Context: an optimization exercise on an open-source flow, tuned for small area, a short achievable clock period and few clock cycles per item. The choices shown serve that exercise and are no tape-out recipe. No functional check of the RTL was part of any run shown here. No activity file was given, so power comes from the tool's default toggle rates.

==> flow/design.v, too long to show whole: its modules and the start of the top module <==
// module csa_fa: 9 lines
// module binary_neuron: 931 lines
module binary_neuron (
    input  logic                    clk,
    input  logic                    reset,
    input  logic                    in_valid,
    output logic                    in_ready,
    input  logic [320:0]            in_req,
    output logic                    out_valid,
    input  logic                    out_ready,
    output logic [9:0]              out_sum
);
  // ...
==> flow/flow/run.sh <==
#!/bin/bash
# The standard layout (standard.sh: ORFS synthesis to final layout), with
# one change: the input and output ports are buffered with the smallest
# buffer, sky130_fd_sc_hd__buf_1, instead of the cell buffer_ports picks by
# default (clkdlybuf4s50_1).  Later repair steps may still resize them.
set -euo pipefail
export BUFFER_PORTS_ARGS="-buffer_cell sky130_fd_sc_hd__buf_1"
bash standard.sh > standard_flow.log 2>&1
==> flow/standard.sh <==
#!/bin/bash
# synth_recipe.tcl (not shown) runs the flow's synth.tcl, then flattens the netlist and writes it again
# the make line also repeats each setting of config.mk as NAME=value (left out here)
make -C /OpenROAD-flow-scripts/flow DESIGN_CONFIG=/design/flow/config.mk WORK_HOME=/design/flow/orfs CLKGATE_MAP_FILE= SYNTH_SCRIPT=/design/flow/synth_recipe.tcl "${@:-finish}"
==> flow/config.mk <==
export PLATFORM = sky130hd
export DESIGN_NAME = binary_neuron
export DESIGN_NICKNAME = binary_neuron
export VERILOG_FILES = /design/flow/design.v
export SDC_FILE = /design/flow/constraint.sdc
export NUM_CORES = 4
export LEC_CHECK = 0
export CAP_MARGIN = 20
export CORE_MARGIN = 2
export CORE_UTILIZATION = 40
export SLEW_MARGIN = 20
export SYNTH_HIERARCHICAL = 1
export SYNTH_MINIMUM_KEEP_SIZE = 0
==> flow/constraint.sdc <==
create_clock -name core_clock -period 6.0 [get_ports {clk}]
set_input_delay 1.2000 -clock core_clock [delete_from_list [all_inputs] [get_ports {clk}]]
set_output_delay 1.2000 -clock core_clock [all_outputs]
set_load 0.01 [all_outputs]
==> impl_metrics.csv, run 1 <==
group,metric,value,unit
critical_path,startpoint_type,"register",
critical_path,setup.worst_path.class,"register to register",
cells_and_area,area_growth,18.1,%
critical_path,crit_chain,"fa_1, fa_1, fa_1, ha_1, nand4_1, nor2_2, or4_4, a31oi_1",
timing,whs,455,ps
grt,grt_pass1_vias,9082,
yosys,synthXorXnorAreaFrac,13.6,%
yosys,synthMuxAreaShare,0.157,%
cells_and_area,multi_input_cells,854,
floorplan,die_height,182,um
yosys,synth_compound_area_share,1.71,%
floorplan,num_rows,65,
pwr,vdd_drop_max,606,uV
pwr,finalPower,9690,uW
status,status,"timing/DRC/antenna clean",
critical_path,rr_worst_depth,8,
cells_and_area,nClkBuffers,20,
cells_and_area,final_cells,1833,
yosys,ys_types,34,
grt,overflow,0,
min_path,hold_end,"stage_valid[2]",
routing,vias_per_cell,4.60,
pwr,powerClk,1070,uW
cells_and_area,num-nonclk-buffers,336,
critical_path,worstPathMaxFanout,4,
yosys,synth-seq-cells,180,
yosys,synthTopCellsByCount,"243 x fa_1, 215 x nor2_1, 150 x dfxtp_1",
cells_and_area,seq_cell_count,180,
==> run 2: changes to the inputs <==
--- a/flow/design.v
+++ b/flow/design.v
@@ -3,16 +3,24 @@
     input  logic a,
     input  logic b,
     input  logic c,
     output logic s,
     output logic co
 );
     assign {co, s} = {1'b0, a} + {1'b0, b} + {1'b0, c};
 endmodule
+module csa_ha (
+    input  logic a,
+    input  logic b,
+    output logic s,
+    output logic co
+);
+    assign {co, s} = {1'b0, a} + {1'b0, b};
+endmodule
 `timescale 1ns/10ps
 module binary_neuron (
     input  logic                    clk,
     input  logic                    reset,
     input  logic                    in_valid,
     output logic                    in_ready,
     input  logic [320:0]            in_req,
     output logic                    out_valid,
@@ -207,17 +215,17 @@
     wire q3_61 = ~(in_req[76] ^ (~in_req[3] & (in_req[73] | in_req[74] | in_req[75])));
     wire p1_62 = in_req[70] ^ (~in_req[2] & in_req[69]);
     wire p2_62 = in_req[71] ^ (~in_req[2] & (in_req[69] | in_req[70]));
     wire q3_62 = ~(in_req[72] ^ (~in_req[2] & (in_req[69] | in_req[70] | in_req[71])));
     wire p1_63 = in_req[66] ^ (~in_req[1] & in_req[65]);
     wire p2_63 = in_req[67] ^ (~in_req[1] & (in_req[65] | in_req[66]));
     wire q3_63 = ~(in_req[68] ^ (~in_req[1] & (in_req[65] | in_req[66] | in_req[67])));
     logic r1_s57, r1_s59, r1_s61, r1_s123, r1_s125, r1_s127, r1_s129, r1_s131, r1_s133, r1_s135, r1_c58, r1_c60, r1_c62, r1_s137, r1_s139, r1_s141, r1_s143, r1_s145, r1_c122, r1_c124, r1_c126, r1_c128, r1_c130, r1_c132, r1_c134, r1_c136, r1_s203, r1_s205, r1_s207, r1_s209, r1_s211, r1_s213, r1_s215, r1_s217, r1_s219, r1_s221, r1_s223, r1_s225, r1_s227, r1_s229, r1_s231, r1_c138, r1_c140, r1_c142, r1_c144, r1_c146, r1_s233, r1_s235, r1_s311, r1_s313, r1_c204, r1_c206, r1_c208, r1_c210, r1_c212, r1_c214, r1_c216, r1_c218, r1_c220, r1_c222, r1_c224, r1_c226, r1_c228, r1_c230, r1_c232, r1_s315, r1_s317, r1_s319, r1_s321, r1_s323, r1_s325, r1_s327, r1_s329, r1_s331, r1_s333, r1_s335, r1_s337, r1_s339, r1_s341, r1_c234, r1_c236, r1_c314, r1_c316, r1_c318, r1_c320, r1_c322, r1_c324, r1_c326, r1_c328, r1_c330, r1_c332, r1_c334, r1_c336, r1_c338, r1_c340, r1_c342, r1_s393, r1_s395, r1_s397, r1_s399, r1_s401, r1_s403, r1_s405, r1_c394, r1_c396, r1_c398, r1_c400, r1_c402, r1_c404, r1_c406;
-    logic r2_s387, r2_c272, r2_s389, r2_c386, r2_s441, r2_c388, r2_s443, r2_c390, r2_s445, r2_c442, r2_s469, r2_c444, r2_s471, r2_s473, r2_c446, r2_c468, r2_s485, r2_c470, r2_c472, r2_s487, r2_c474, r2_c488, r2_s497, r2_c498, r2_s63, r2_s157, r2_s271, r2_s159;
+    logic r2_s387, r2_c272, r2_s389, r2_c386, r2_s441, r2_c388, r2_s443, r2_c390, r2_s445, r2_s471, r2_s473, r2_c446, r2_s475, r2_c472, r2_s487, r2_c474, r2_s489, r2_c476, r2_c488, r2_s497, r2_c490, r2_c498, r2_s63, r2_s157, r2_s271, r2_s159;
     wire s1 = ~(in_req[317] ^ in_req[313]);
     wire c2 = in_req[317] | in_req[313];
     wire s3, c4;
     csa_fa u_s3 (.a(in_req[309]), .b(in_req[305]), .c(in_req[301]), .s(s3), .co(c4));
     wire s5, c6;
     csa_fa u_s5 (.a(in_req[297]), .b(in_req[293]), .c(in_req[289]), .s(s5), .co(c6));
     wire s7, c8;
     csa_fa u_s7 (.a(in_req[285]), .b(in_req[281]), .c(in_req[277]), .s(s7), .co(c8));
@@ -683,67 +691,68 @@
     csa_fa u_s467 (.a(c428), .b(c430), .c(c432), .s(s467), .co(c468));
     wire s469, c470;
     csa_fa u_s469 (.a(s459), .b(s461), .c(s463), .s(s469), .co(c470));
     wire s471, c472;
     csa_fa u_s471 (.a(c434), .b(c436), .c(c438), .s(s471), .co(c472));
     wire s473, c474;
     csa_fa u_s473 (.a(s465), .b(c440), .c(s467), .s(s473), .co(c474));
     wire s475, c476;
-    csa_fa u_s475 (.a(r2_c442), .b(r2_s469), .c(r2_c444), .s(s475), .co(c476));
+    csa_fa u_s475 (.a(c442), .b(s469), .c(c444), .s(s475), .co(c476));
     wire s477, c478;
     csa_fa u_s477 (.a(r2_s471), .b(r2_s473), .c(r2_c446), .s(s477), .co(c478));
     wire s479, c480;
-    csa_fa u_s479 (.a(c448), .b(s475), .c(c450), .s(s479), .co(c480));
+    csa_fa u_s479 (.a(c448), .b(r2_s475), .c(c450), .s(s479), .co(c480));
     wire s481, c482;
     csa_fa u_s481 (.a(s477), .b(c452), .c(s479), .s(s481), .co(c482));
     wire s483 = ~(c454 ^ c456);
     wire c484 = c454 | c456;
     wire s485, c486;
     csa_fa u_s485 (.a(c458), .b(c460), .c(c462), .s(s485), .co(c486));
     wire s487, c488;
     csa_fa u_s487 (.a(s483), .b(c464), .c(c466), .s(s487), .co(c488));
     wire s489, c490;
-    csa_fa u_s489 (.a(r2_c468), .b(r2_s485), .c(r2_c470), .s(s489), .co(c490));
+    csa_fa u_s489 (.a(c468), .b(s485), .c(c470), .s(s489), .co(c490));
     wire s491, c492;
     csa_fa u_s491 (.a(r2_c472), .b(r2_s487), .c(r2_c474), .s(s491), .co(c492));
     wire s493, c494;
-    csa_fa u_s493 (.a(s489), .b(c476), .c(s491), .s(s493), .co(c494));
+    csa_fa u_s493 (.a(r2_s489), .b(r2_c476), .c(s491), .s(s493), .co(c494));
     wire s495, c496;
     csa_fa u_s495 (.a(c478), .b(s493), .c(c480), .s(s495), .co(c496));
     wire s497 = ~(c484 ^ c486);
     wire c498 = c484 | c486;
     wire s499, c500;
-    csa_fa u_s499 (.a(r2_c488), .b(r2_s497), .c(c490), .s(s499), .co(c500));
+    csa_fa u_s499 (.a(r2_c488), .b(r2_s497), .c(r2_c490), .s(s499), .co(c500));
     wire s501, c502;
     csa_fa u_s501 (.a(c492), .b(s499), .c(c494), .s(s501), .co(c502));
     wire s503 = ~(r2_c498 ^ c500);
     wire c504 = r2_c498 | c500;
     wire [9:0] row_a = {c504, s503, s501, s495, s481, s451, s391, r2_s271, r2_s157, r2_s63};
     wire [9:0] row_b = {1'b0, c502, c496, c482, 1'b0, 1'b0, 1'b0, 1'b0, r2_s159, 1'b0};
     wire [9:0] total = row_a + row_b;
     logic         accept, pop;
-    logic [2:0] pending, pending_next;
+    logic [3:0] pending, pending_next;
     assign accept = in_valid && in_ready;
     assign pop    = out_valid && out_ready;
     always_comb begin
         case ({accept, pop})
-            2'b10:   pending_next = {pending[1:0], 1'b1};
-            2'b01:   pending_next = {1'b0, pending[2:1]};
+            2'b10:   pending_next = {pending[2:0], 1'b1};
+            2'b01:   pending_next = {1'b0, pending[3:1]};
             default: pending_next = pending;
         endcase
     end
     always_ff @(posedge clk) begin
         if (reset) begin
-            pending <= '0;
+            pending  <= '0;
+            in_ready <= 1'b1;
         end else begin
-            pending <= pending_next;
+            pending  <= pending_next;
+            in_ready <= !pending_next[3];
         end
     end
-    assign in_ready = !pending[2] || pop;
     logic [2:1] stage_valid;
     always_ff @(posedge clk) begin
         if (reset) begin
             stage_valid <= '0;
         end else begin
             stage_valid <= {stage_valid[1:1], accept};
         end
     end
@@ -864,71 +873,69 @@
         r2_c272 <= c272;
         r2_s389 <= s389;
         r2_c386 <= c386;
         r2_s441 <= s441;
         r2_c388 <= c388;
         r2_s443 <= s443;
         r2_c390 <= c390;
         r2_s445 <= s445;
-        r2_c442 <= c442;
-        r2_s469 <= s469;
-        r2_c444 <= c444;
         r2_s471 <= s471;
         r2_s473 <= s473;
         r2_c446 <= c446;
-        r2_c468 <= c468;
-        r2_s485 <= s485;
-        r2_c470 <= c470;
+        r2_s475 <= s475;
         r2_c472 <= c472;
         r2_s487 <= s487;
         r2_c474 <= c474;
+        r2_s489 <= s489;
+        r2_c476 <= c476;
         r2_c488 <= c488;
         r2_s497 <= s497;
+        r2_c490 <= c490;
         r2_c498 <= c498;
         r2_s63 <= s63;
         r2_s157 <= s157;
         r2_s271 <= s271;
         r2_s159 <= s159;
     end
-    logic [9:0]      q_data [0:1];
-    logic [1:0]    q_wr, q_rd, q_occ;
+    logic [9:0]      q_data [0:2];
+    logic [2:0]    q_wr, q_rd, q_occ;
     logic [9:0]      q_head;
     logic            q_empty;
     logic            result;        
     logic            head_load;     
     logic            q_push, q_pull;
     assign result    = stage_valid[2];
     assign q_empty   = !q_occ[0];
     assign head_load = !out_valid || out_ready;
     assign q_pull    = head_load && !q_empty;
     assign q_push    = result && !(head_load && q_empty);
     always_ff @(posedge clk) begin
         if (reset) begin
-            q_wr  <= 2'd1;
-            q_rd  <= 2'd1;
+            q_wr  <= 3'd1;
+            q_rd  <= 3'd1;
             q_occ <= '0;
         end else begin
-            if (q_push) q_wr <= {q_wr[0:0], q_wr[1]};
-            if (q_pull) q_rd <= {q_rd[0:0], q_rd[1]};
+            if (q_push) q_wr <= {q_wr[1:0], q_wr[2]};
+            if (q_pull) q_rd <= {q_rd[1:0], q_rd[2]};
             case ({q_push, q_pull})
-                2'b10:   q_occ <= {q_occ[0:0], 1'b1};
-                2'b01:   q_occ <= {1'b0, q_occ[1:1]};
+                2'b10:   q_occ <= {q_occ[1:0], 1'b1};
+                2'b01:   q_occ <= {1'b0, q_occ[2:1]};
                 default: ;
             endcase
         end
     end
     always_ff @(posedge clk) begin
-        for (int i = 0; i < 2; i++) begin
+        for (int i = 0; i < 3; i++) begin
             if (q_push && q_wr[i]) q_data[i] <= total;
         end
     end
     always_comb begin
         q_head = '0;
-        for (int i = 0; i < 2; i++) begin
+        for (int i = 0; i < 3; i++) begin
             q_head = q_head | (q_data[i] & {10{q_rd[i]}});
         end
     end
     always_ff @(posedge clk) begin
         if (reset) begin
             out_valid <= 1'b0;
         end else if (head_load) begin
             out_valid <= !q_empty || result;
==> flow/flow/run.sh (replaced) <==
#!/bin/bash
# The standard layout (standard.sh: ORFS synthesis to final layout), with
# two changes:
#  - the input and output ports are buffered with the smallest buffer,
#    sky130_fd_sc_hd__buf_1, instead of the cell buffer_ports picks by default
#    (clkdlybuf4s50_1); later repair steps may still resize them;
#  - clock tree synthesis adds no dummy loads to the clock tree.
set -euo pipefail
export BUFFER_PORTS_ARGS="-buffer_cell sky130_fd_sc_hd__buf_1"
export CTS_ARGS="-sink_clustering_enable -repair_clock_nets -buf_list sky130_fd_sc_hd__clkbuf_8 -dont_use_dummy_load"
bash standard.sh > standard_flow.log 2>&1
==> flow/config.mk (replaced) <==
export PLATFORM = sky130hd
export DESIGN_NAME = binary_neuron
export DESIGN_NICKNAME = binary_neuron
export VERILOG_FILES = /design/flow/design.v
export SDC_FILE = /design/flow/constraint.sdc
export NUM_CORES = 4
export LEC_CHECK = 0
export CAP_MARGIN = 20
export CORE_MARGIN = 2
export CORE_UTILIZATION = 40
export CTS_BUF_LIST = sky130_fd_sc_hd__clkbuf_8
export SLEW_MARGIN = 20
export SYNTH_HIERARCHICAL = 1
export SYNTH_MINIMUM_KEEP_SIZE = 0
==> impl_metrics.csv, run 2 <==
group,metric,value,unit
floorplan,pin_count,337,
clock_network,clock_path_buffers,2,
timing,rsz0062_at_grt,"no",
floorplan,core_area,0.0325,mm2
timing,max_freq,313,MHz
yosys,ys_seq_area_share,32.3,%
floorplan,fp.dieArea,0.0345,mm2
clock_network,path_clk_slew,100,ps
yosys,synth_nets,1687,
routing,wirelength,32.2,mm
cells_and_area,nNetsFinal,2034,
placed_design,dp_hpwl,28.8,mm
placed_design,port_buffers,336,
timing,period_share,53.2,%
pwr,p_comb_share,63.8,%
grt,overflow,0,
routing,drc_errors,0,
yosys,synthArstFlopShare,0,%
grt,grt_pass1_vias,9325,
min_path,hp-class,"register to register",
pwr,clkPwrFrac,6.9,%
critical_path,setup.worst_path.class,"register to register",
grt,grt_use_total,19.5,%
clock_network,cts-resized-gates,0,
placed_design,place_congestion,0.844,
yosys,syn_area,0.0132,mm2
cells_and_area,area_growth,15.3,%
floorplan,fp.dieW,186,um
floorplan,start_util,40.6,%
pwr,swShare,42.2,%
grt,grt_max_degree,29,
yosys,synth_most_common_cell,"fa_1",
pwr,seq_power_share,29.3,%
cells_and_area,top_register,"q_data",
pwr,intPower,5310,uW
pwr,p_leak,0.00559,uW
cells_and_area,fin_util,46.8,%
timing,finalHoldViolations,0,
pwr,pwr_density_cell,603,mW/mm2
cells_and_area,layout_commonest_cell,"buf_1",
clock_network,worstSkewPairLatency,470,ps
cells_and_area,largest_reg_flops,30,
yosys,synth_edf_count,40,
critical_path,worstPathMaxFanout,4,
grt,grt_pass1_wl,49.5,mm
critical_path,crit_required,6190,ps
routing,first_iter_violations,307,
timing,finClkSkew,38.6,ps
critical_path,startpoint_type,"register",
timing,finalSetupViolations,0,
timing,tns,0,ps
cells_and_area,layout_common_cells,"336 x buf_1, 243 x fa_1, 215 x nor2_1",
routing,vias_per_cell,4.57,
cells_and_area,fillerInstances,3107,
routing,final_antenna_net_count,0,
yosys,synthTopCellsByCount,"243 x fa_1, 215 x nor2_1, 153 x dfxtp_1",
cells_and_area,reg_top3,"q_data x30, out_sum x10, pending x4",
routing,first_pass_iters,5,
routing,wire_per_inst,17.0,um
timing,maxSlewViolCount,0,
pwr,p_sw,3880,uW
run,cap_viol_max_count,0,
yosys,synth_cells,1102,
yosys,synth_area_per_cell,12.0,um2
cells_and_area,drive_gt1_share,1.38,%
critical_path,cp_data_arrival_time,3380,ps
floorplan,die_height,186,um
yosys,synth-seq-cells,193,
yosys,ys_types,32,
clock_network,cts-root-buf,"clkbuf_8",
yosys,synthFlopType,"dfxtp_1",
yosys,yosys_warnings,8,
routing,dr_total_vias,8625,
timing,min_period,3190,ps
floorplan,num_rows,66,
grt,grt_antenna_before_repair,0,
status,status,"timing/DRC/antenna clean",
clock_network,ctsHoldBuffers,0,
yosys,yosys-top-cells-area,"fa_1 37%, dfxtp_1 23%, edfxtp_1 9.1%",
timing,slew-limit-headroom,32.0,%
timing,tightest_slew,1020,ps
cells_and_area,diodes,0,
clock_network,cts_tree,"yes",
pwr,vdd_drop_max,635,uV
clock_network,cts_buffers,17,
clock_network,cts.sinks,193,
yosys,synthDominantCellAreaShare,36.8,%
clock_network,htreeDepth,4,
yosys,synth_top_area_cell,"fa_1",
clock_network,post_cts_buffers,0,
critical_path,endpoint_kind,"register",
## run 2: changes by cell type in the layout (fill, tap and decap cells not counted), sizes merged, moves of 4 or more
cell	before	now
a222oi	0	10
nand2	4	10
edfxtp	30	40
a221oi	6	1
inv	37	33
a21oi	8	14
## run 2: worst max-delay path, cell delays in order, from the launching register on
cell and delay, ps:
dfxtp_1 330, fa_1 550, fa_1 430, fa_1 410, ha_1 360, a21o_1 220
a221oi_2 290, xor2_1 160, o21a_1 190
## run 2: path summary, 6_finish.rpt
kind | from | end | slack, ps | cells past startpoint
worst min register to register | stage_valid[1] | stage_valid[2] | 460 | 1
worst max register to register | r2_c472 | out_sum[9] | 2810 | 8
worst max-delay path | r2_c472 | out_sum[9] | 2810 | 8
worst min-delay path | stage_valid[1] | stage_valid[2] | 460 | 1
## run 2: area by class of cell
class,count,area (um2),area share [%]
Sequential cell,193,4260,28.0
Timing Repair Buffer,336,1260,8.28
Clock buffer,17,234,1.54
Tap cell,442,553,3.63
Inverter,33,124,0.813
Multi-Input combinational cell,868,8790,57.7
## run 2: per-layer routing
layer | track usage, % | share of wire [%] | vias up
met5 | 0 | 0 | -
met4 | 3.40 | 0.86 | 0
met3 | 2.95 | 4.0 | 13
met2 | 36.3 | 54 | 229
met1 | 24.0 | 42 | 4196
li1 | - | - | 4187
## run 2: per-module statistics from Yosys (local to each module, per instance)
module	times used	cells
binary_neuron	1	859
csa_fa	243	1
## run 2: cells by family after synthesis
| kind of cell | share of synthesized area, % |
|---|---|
| buf+inv | 1.17 |
| simple gates | 12.5 |
| xor+xnor | 13.2 |
| flops | 32.3 |
| mux | 0.152 |
| fa+ha+maj | 38.4 |
| compound gates | 2.25 |
## run 2: power by group through the flow
stage                     Sequential, uW  Clock (uW)  Combinational (uW)
after floorplan                     2580           0                4080
after global placement              2720           0                5800
after detailed placement            2730           0                5950
after CTS                           2700         658                5980
after global routing                2740         711                6820
final                               2690         638                5860
## run 2: through the flow
step | hold slack, ps | setup slack [ps] | power [uW] | instances | area (um2)
final | 463 | 2810 | 9190 | 1889 | 15200
after global placement | 441 | 2890 | 8520 | 1872 | 15000
after global routing | 484 | 2660 | 10300 | 1889 | 15200
after detailed placement | 457 | 2850 | 8670 | 1872 | 15000
after CTS | 466 | 2800 | 9330 | 1889 | 15200
after floorplan | 414 | 2980 | 6660 | 1102 | 13200

-- static timing again, ports no longer ideal --
In the flow no input, the clock included, has a driving cell. The finished layouts below were timed again as built, in two steps. Step 1, drivers: a clkbuf_16 drives clk and a buf_2 each remaining input, both assumed. Step 2 also shifts input and output timing later by t, the mid clock arrival at the registers, as if the neighbouring blocks saw the same clock. Slacks: ideal / step 1 / step 2; pairs: ideal / step 1.
run	t (ns)	setup slack, ns	slew at the worst register clock pin (ns)	worst data-port slew with drivers (ns)	pins driven straight from the clock port
run 1	0.473	2.824 / 2.824 / 2.824	0.07 / 0.07	0.06	1
run 2	0.489	2.807 / 2.807 / 2.807	0.11 / 0.11	0.06	1
After both steps every run listed still meets setup and hold.
